Source: an optimization exercise on an open RTL-to-GDS flow (aim: small area). Production flows keep margins and buffers that such runs may drop.
The RTL was checked by simulation tests, not by an equivalence proof against the original design.

==> inputs of branch umber <==
Design conv3x3_engine, start of the top module:
module conv3x3_engine (
  input  logic       clk,
  input  logic       rst_n,
  input  logic       pix_valid,
  input  logic       sof,
  input  logic [7:0] w11, w12, w13, w21, w22, w23, w31, w32, w33,
  input  logic       k_we,
  input  logic [3:0] k_addr,
  input  logic [7:0] k_data,
  output logic [7:0] conv_out,
  output logic       conv_valid,
  output logic       frame_done,
  output logic       frame_err,
  output logic       k_err
);
  localparam logic [1:0] IDLE = 2'd0, RUN = 2'd1, DRAIN = 2'd2;
  logic [1:0]  state;
  logic [3:0]  row_cnt;     
  logic [4:0]  col_cnt;     
  logic        win_q;       
  logic [2:0]  vld;
  logic [71:0] kern;
  logic [7:0]  bias;
  logic [7:0]  res, res_q, res_qq;
  logic        is_idle, is_run, pix, abort, win;
  logic [9:0]  kwe;         
  logic [79:0] kload;       
  logic [7:0]  oload;       
  logic        oen;
  assign is_idle = (state == IDLE);
  assign is_run  = (state == RUN);
  assign pix     = pix_valid && !sof;
  assign abort   = is_run && !pix;
  assign win     = is_run && pix && (row_cnt >= 4'd2) && (col_cnt >= 5'd2);
  always_ff @(posedge clk or negedge rst_n) begin
    if (!rst_n) state <= IDLE;
    else case (state)
      IDLE:    if (pix_valid && sof) state <= RUN;
      RUN:     if (!pix) state <= IDLE;
               else if (row_cnt == 4'd11 && col_cnt == 5'd19) state <= DRAIN;
      DRAIN:   if (col_cnt == 5'd4) state <= IDLE;
      default: state <= IDLE;
    endcase
  end
  always_ff @(posedge clk) begin
    if (is_idle) begin
      row_cnt <= 4'd0;
      col_cnt <= 5'd1;
    end else if (is_run) begin
      if (col_cnt == 5'd19) begin
        col_cnt <= 5'd0;
        row_cnt <= row_cnt + 4'd1;
      end else begin
        col_cnt <= col_cnt + 5'd1;
      end
    end else begin
      col_cnt <= col_cnt + 5'd1;
    end
  end
  always_ff @(posedge clk or negedge rst_n) begin
    if (!rst_n) begin
      kern       <= '0;
      bias       <= '0;
      frame_done <= 1'b0;
      frame_err  <= 1'b0;
      k_err      <= 1'b0;
    end else begin
  ...
==> module conv3x3_engine, before the edit <==
module conv3x3_engine (
  input  logic       clk,
  input  logic       rst_n,
  input  logic       pix_valid,
  input  logic       sof,
  input  logic [7:0] w11, w12, w13, w21, w22, w23, w31, w32, w33,
  input  logic       k_we,
  input  logic [3:0] k_addr,
  input  logic [7:0] k_data,
  output logic [7:0] conv_out,
  output logic       conv_valid,
  output logic       frame_done,
  output logic       frame_err,
  output logic       k_err
);
  localparam logic [1:0] IDLE = 2'd0, RUN = 2'd1, DRAIN = 2'd2;
  logic [1:0]  state;
  logic [3:0]  row_cnt;     
  logic [4:0]  col_cnt;     
  logic        win_q;       
  logic [2:0]  vld;
  logic [71:0] kern;
  logic [7:0]  bias;
  logic [7:0]  res, res_q, res_qq;
  logic        is_idle, is_run, pix, abort, win;
  logic [9:0]  kwe;         
  logic [79:0] kload;       
  logic [7:0]  oload;       
  logic        oen;
  assign is_idle = (state == IDLE);
  assign is_run  = (state == RUN);
  assign pix     = pix_valid && !sof;
  assign abort   = is_run && !pix;
  assign win     = is_run && pix && (row_cnt >= 4'd2) && (col_cnt >= 5'd2);
  always_ff @(posedge clk or negedge rst_n) begin
    if (!rst_n) state <= IDLE;
    else case (state)
      IDLE:    if (pix_valid && sof) state <= RUN;
      RUN:     if (!pix) state <= IDLE;
               else if (row_cnt == 4'd11 && col_cnt == 5'd19) state <= DRAIN;
      DRAIN:   if (col_cnt == 5'd4) state <= IDLE;
      default: state <= IDLE;
    endcase
  end
  always_ff @(posedge clk) begin
    if (is_idle) begin
      row_cnt <= 4'd0;
      col_cnt <= 5'd1;
    end else if (is_run) begin
      if (col_cnt == 5'd19) begin
        col_cnt <= 5'd0;
        row_cnt <= row_cnt + 4'd1;
      end else begin
        col_cnt <= col_cnt + 5'd1;
      end
    end else begin
      col_cnt <= col_cnt + 5'd1;
    end
  end
  always_ff @(posedge clk or negedge rst_n) begin
    if (!rst_n) begin
      kern       <= '0;
      bias       <= '0;
      frame_done <= 1'b0;
      frame_err  <= 1'b0;
      k_err      <= 1'b0;
    end else begin
      {bias, kern} <= kload;
      k_err      <= k_we && !(is_idle && k_addr <= 4'd9);
      frame_err  <= abort;
      frame_done <= (state == DRAIN) && (col_cnt == 5'd4);
    end
  end
  always_comb
    for (int i = 0; i < 10; i++)
      kwe[i] = k_we && is_idle && (k_addr == 4'(i));
  for (genvar i = 0; i < 10; i++) begin : g_kld
    for (genvar b = 0; b < 8; b++) begin : g_bit
      conv3x3_ld u_ld (
        .a    (k_data[b]),
        .en   (kwe[i]),
        .b    (i == 9 ? bias[b] : kern[8*i + b]),
        .en_n (!kwe[i]),
        .y    (kload[8*i + b])
      );
    end
  end
  always_ff @(posedge clk or negedge rst_n) begin
    if (!rst_n) begin
      win_q      <= 1'b0;
      vld        <= '0;
      conv_valid <= 1'b0;
    end else begin
      win_q      <= win;
      vld        <= abort ? 3'b000 : {vld[1:0], win_q};
      conv_valid <= vld[2] && !abort;
    end
  end
  conv3x3_mac u_mac (
    .clk (clk),
    .x   ({w33, w32, w31, w23, w22, w21, w13, w12, w11}),
    .w   (kern),
    .b   (bias),
    .res (res)
  );
  always_ff @(posedge clk) begin
    res_q  <= res;
    res_qq <= res_q;
  end
  always_ff @(posedge clk or negedge rst_n) begin
    if (!rst_n) conv_out <= '0;
    else        conv_out <= oload;
  end
  assign oen = vld[2] && !abort;
  for (genvar b = 0; b < 8; b++) begin : g_old
    conv3x3_ld u_ld (.a(res_qq[b]), .en(oen), .b(conv_out[b]), .en_n(!oen), .y(oload[b]));
  end
endmodule
==> module conv3x3_ld, before the edit <==
module conv3x3_ld (
  input  logic a, en, b, en_n,
  output logic y
);
  assign y = (en & a) | (en_n & b);
endmodule
export LEC_CHECK = 0
export CAP_MARGIN = 20
export CELL_PAD_IN_SITES_DETAIL_PLACEMENT = 1
export CORE_MARGIN = 2
export CORE_UTILIZATION = 40
export GPL_TIMING_DRIVEN = 0
export PLACE_DENSITY = 0.5
export SLEW_MARGIN = 20
export SYNTH_HIERARCHICAL = 1
create_clock -name core_clock -period 6.0 [get_ports {clk}]
standard.sh (not shown) runs the stock make flow with config.mk's settings and CLKGATE_MAP_FILE= SYNTH_SCRIPT=/design/flow/synth_recipe.tcl, a recipe that flattens the netlist after the stock synthesis.
==> flow/flow/run.sh <==
#!/bin/bash
# Standard ORFS layout (the standard.sh) with two changes: the port buffers
# are buf_1 cells instead of the default delay-buffer cell, and clock tree
# synthesis uses clkbuf_8 buffers and inserts no dummy loads.
set -euo pipefail
bash standard.sh "BUFFER_PORTS_ARGS=-buffer_cell sky130_fd_sc_hd__buf_1" \
  "CTS_ARGS=-sink_clustering_enable -repair_clock_nets -dont_use_dummy_load -buf_list sky130_fd_sc_hd__clkbuf_8" \
  finish > flow_make.log 2>&1
==> branch violet: changes against branch umber <==
--- a/flow/design.v
+++ b/flow/design.v
@@ -1612,6 +1612,2 @@
   logic        is_idle, is_run, pix, abort, win;
-  logic [9:0]  kwe;         
-  logic [79:0] kload;       
-  logic [7:0]  oload;       
-  logic        oen;
   assign is_idle = (state == IDLE);
@@ -1654,3 +1650,7 @@
     end else begin
-      {bias, kern} <= kload;
+      if (k_we && is_idle && k_addr <= 4'd9) begin
+        if (k_addr == 4'd9) bias <= k_data;
+        for (int i = 0; i < 9; i++)
+          if (k_addr == 4'(i)) kern[8*i +: 8] <= k_data;
+      end
       k_err      <= k_we && !(is_idle && k_addr <= 4'd9);
@@ -1660,16 +1660,2 @@
   end
-  always_comb
-    for (int i = 0; i < 10; i++)
-      kwe[i] = k_we && is_idle && (k_addr == 4'(i));
-  for (genvar i = 0; i < 10; i++) begin : g_kld
-    for (genvar b = 0; b < 8; b++) begin : g_bit
-      conv3x3_ld u_ld (
-        .a    (k_data[b]),
-        .en   (kwe[i]),
-        .b    (i == 9 ? bias[b] : kern[8*i + b]),
-        .en_n (!kwe[i]),
-        .y    (kload[8*i + b])
-      );
-    end
-  end
   always_ff @(posedge clk or negedge rst_n) begin
@@ -1697,15 +1683,5 @@
   always_ff @(posedge clk or negedge rst_n) begin
-    if (!rst_n) conv_out <= '0;
-    else        conv_out <= oload;
+    if (!rst_n)                  conv_out <= '0;
+    else if (vld[2] && !abort)   conv_out <= res_qq;
   end
-  assign oen = vld[2] && !abort;
-  for (genvar b = 0; b < 8; b++) begin : g_old
-    conv3x3_ld u_ld (.a(res_qq[b]), .en(oen), .b(conv_out[b]), .en_n(!oen), .y(oload[b]));
-  end
-endmodule
-module conv3x3_ld (
-  input  logic a, en, b, en_n,
-  output logic y
-);
-  assign y = (en & a) | (en_n & b);
 endmodule
==> comparison table <==
| quantity | branch violet | branch umber |
|---|---|---|
| Clk Latency, worst-skew pair | 0.58 ns | 0.57 ns |
| Mapped Nets | 1791 | 1794 |
| Outcome | finished clean | finished clean |
| Dpl cell area | 19100 um2 | 18800 um2 |
| Cell area after layout | 19300 um2 | 19100 um2 |
| Number of global-route vias before repair | 14300 | 14700 |
| Routed length on met3 | 6360 um | 6080 um |
| Mean instance size in the synthesized netlist | 13.8 um2 | 13.5 um2 |
| Number of iterations in the first detailed-routing pass | 14 | 17 |
| Reg2Reg Capture Point | res_q[6]$_DFF_P_ | res_q[0]$_DFF_P_ |
| WL final | 68500 um | 70500 um |
| Xor and xnor fraction of the mapped netlist area | 0.537% | 0.547% |
| Die Span X | 216 um | 214 um |
| Setup slack on the worst flop-to-flop path | 0.16 ns | 0.19 ns |
| Fraction of met3 tracks used by global routing | 7.10% | 4.88% |

========
==> run a <==
Another version of the RTL of conv3x3_engine (not shown whole).
Settings: LEC_CHECK=0, CAP_MARGIN=20, CELL_PAD_IN_SITES_DETAIL_PLACEMENT=1, CORE_MARGIN=2, CORE_UTILIZATION=40, GPL_TIMING_DRIVEN=0, PLACE_DENSITY=0.5, SETUP_SLACK_MARGIN=0.05, SLEW_MARGIN=20, SYNTH_HIERARCHICAL=1; clock period 6.0 ns.
Scripts as last shown in full above: flow/flow/run.sh
==> run b (differences from run a) <==
--- a/flow/design.v
+++ b/flow/design.v
@@ -1568,30 +1568,18 @@
   wire n1207, n1208;
   conv3x3_fa u_n1207 (.a(r1[28]), .b(r1[29]), .c(n1206), .s(n1207), .co(n1208));
   wire n1209 = ~n1208;
   logic [15:0] s;
   assign s = {~n1209, ~n1207, ~n1205, ~n1203, ~n1201, ~n1199, ~n1197, ~n1195, ~n1193, ~n1191, ~n1189, ~n1187, ~n1185, ~n1183, ~n1181, ~n1179};
-  logic [15:0] t;
-  logic all1;
-  assign t = ~s;
-  assign all1 = &t[14:8];
-  for (genvar k = 0; k < 8; k++) begin : g_sat
-    conv3x3_sat u_sat (.all1(all1), .tk(t[k]), .pos(t[15]), .y(res[k]));
-  end
+  assign res = s[15] ? 8'd0 : (|s[14:8]) ? 8'd255 : s[7:0];
 endmodule
 module conv3x3_sel (
   input  logic sa, sb, sab, wa, wb, ws,
   output logic y
 );
   assign y = ~((sa & wa) | (sb & wb) | (sab & ws));
 endmodule
-module conv3x3_sat (
-  input  logic all1, tk, pos,
-  output logic y
-);
-  assign y = pos & ~(all1 & tk);
-endmodule
 module conv3x3_fa (
   input  logic a, b, c,
   output logic s, co
 );
   assign s  = a ^ b ^ c;
@@ -1620,14 +1608,10 @@
   logic [2:0]  vld;
   logic [71:0] kern;
   logic [7:0]  bias;
   logic [7:0]  res, res_q, res_qq;
   logic        is_idle, is_run, pix, abort, win;
-  logic [9:0]  kwe;         
-  logic [79:0] kload;       
-  logic [7:0]  oload;       
-  logic        oen;
   assign is_idle = (state == IDLE);
   assign is_run  = (state == RUN);
   assign pix     = pix_valid && !sof;
   assign abort   = is_run && !pix;
   assign win     = is_run && pix && (row_cnt >= 4'd2) && (col_cnt >= 5'd2);
@@ -1662,30 +1646,20 @@
       bias       <= '0;
       frame_done <= 1'b0;
       frame_err  <= 1'b0;
       k_err      <= 1'b0;
     end else begin
-      {bias, kern} <= kload;
+      if (k_we && is_idle && k_addr <= 4'd9) begin
+        if (k_addr == 4'd9) bias <= k_data;
+        for (int i = 0; i < 9; i++)
+          if (k_addr == 4'(i)) kern[8*i +: 8] <= k_data;
+      end
       k_err      <= k_we && !(is_idle && k_addr <= 4'd9);
       frame_err  <= abort;
       frame_done <= (state == DRAIN) && (col_cnt == 5'd4);
     end
   end
-  always_comb
-    for (int i = 0; i < 10; i++)
-      kwe[i] = k_we && is_idle && (k_addr == 4'(i));
-  for (genvar i = 0; i < 10; i++) begin : g_kld
-    for (genvar b = 0; b < 8; b++) begin : g_bit
-      conv3x3_ld u_ld (
-        .a    (k_data[b]),
-        .en   (kwe[i]),
-        .b    (i == 9 ? bias[b] : kern[8*i + b]),
-        .en_n (!kwe[i]),
-        .y    (kload[8*i + b])
-      );
-    end
-  end
   always_ff @(posedge clk or negedge rst_n) begin
     if (!rst_n) begin
       win_q      <= 1'b0;
       vld        <= '0;
       conv_valid <= 1'b0;
@@ -1705,19 +1679,9 @@
   always_ff @(posedge clk) begin
     res_q  <= res;
     res_qq <= res_q;
   end
   always_ff @(posedge clk or negedge rst_n) begin
-    if (!rst_n) conv_out <= '0;
-    else        conv_out <= oload;
-  end
-  assign oen = vld[2] && !abort;
-  for (genvar b = 0; b < 8; b++) begin : g_old
-    conv3x3_ld u_ld (.a(res_qq[b]), .en(oen), .b(conv_out[b]), .en_n(!oen), .y(oload[b]));
+    if (!rst_n)                  conv_out <= '0;
+    else if (vld[2] && !abort)   conv_out <= res_qq;
   end
 endmodule
-module conv3x3_ld (
-  input  logic a, en, b, en_n,
-  output logic y
-);
-  assign y = (en & a) | (en_n & b);
-endmodule
==> flow/flow/run.sh (replaced) <==
#!/bin/bash
# Standard ORFS layout (the standard.sh) with two changes: the port buffers
# are buf_2 cells instead of the default delay-buffer cell, and clock tree
# synthesis uses clkbuf_8 buffers and inserts no dummy loads.
set -euo pipefail
bash standard.sh "BUFFER_PORTS_ARGS=-buffer_cell sky130_fd_sc_hd__buf_2" \
  "CTS_ARGS=-sink_clustering_enable -repair_clock_nets -dont_use_dummy_load -buf_list sky130_fd_sc_hd__clkbuf_8" \
  finish > flow_make.log 2>&1
--- a/flow/config.mk
+++ b/flow/config.mk
@@ -7,10 +7,8 @@
 export LEC_CHECK = 0
 export CAP_MARGIN = 20
 export CELL_PAD_IN_SITES_DETAIL_PLACEMENT = 1
 export CORE_MARGIN = 2
 export CORE_UTILIZATION = 40
-export GPL_TIMING_DRIVEN = 0
 export PLACE_DENSITY = 0.5
-export SETUP_SLACK_MARGIN = 0.05
 export SLEW_MARGIN = 20
 export SYNTH_HIERARCHICAL = 1
==> results_dict.tcl <==
set metrics [dict create \
    n_tap_cell 592 \
    grt_max_degree 51 \
    fin_area_um2 20300 \
    result_of_the_run "finished clean" \
    synth_area_leaders "sky130_fd_sc_hd__fa_1 41%, sky130_fd_sc_hd__a222oi_1 16%, sky130_fd_sc_hd__dfrtp_1 14%" \
    multi_input_cells 1026 \
    synth.mux.area_fraction 0.0575 \
    num-nets-final 2015 \
]
(the above is from run b)
==> results_dict.tcl <==
set metrics [dict create \
    result_of_the_run "finished clean" \
    num-nets-final 1914 \
    n_tap_cell 585 \
    multi_input_cells 1038 \
    grt_max_degree 31 \
]
(the above is from run a)

## separate check: timing with driven ports
The flow's constraints put no driver on any port. The routed layouts listed below were extracted and timed again, unchanged, in two steps. Step 1 sets driving cells, clkbuf_16 on the clock port and buf_2 on the other inputs (assumed; they add their load-dependent delay and slew). Step 2 adds t to the input delays and takes it off the output delays; t is the mean of the earliest and latest rising clock arrival at the registers after step 1. Input paths then give back, and output paths get back, about the clock's delay inside the block. Three values: ideal ports, drivers, drivers and shift; two values: the first two.
run	shift t [ns]	slack for setup (ns)	worst setup path after step 2	latest minus earliest clock arrival (ns)	worst register clock-pin slew, ns
branch umber	0.605	0.155 / 0.173 / -0.432	input to register	0.032 / 0.032	0.11 / 0.11
branch violet	0.615	0.140 / 0.158 / -0.456	input to register	0.041 / 0.040	0.11 / 0.11
run a	0.610	0.118 / 0.134 / -0.476	input to register	0.045 / 0.046	0.12 / 0.12
run b	0.597	0.174 / 0.174 / -0.239	input to register	0.046 / 0.046	0.11 / 0.11
With both steps, setup timing fails in every run listed, where it was met with ideal ports. For branch violet, which loses most, drivers alone change the setup slack by +0.018 ns; drivers and shift together by -0.596 ns.
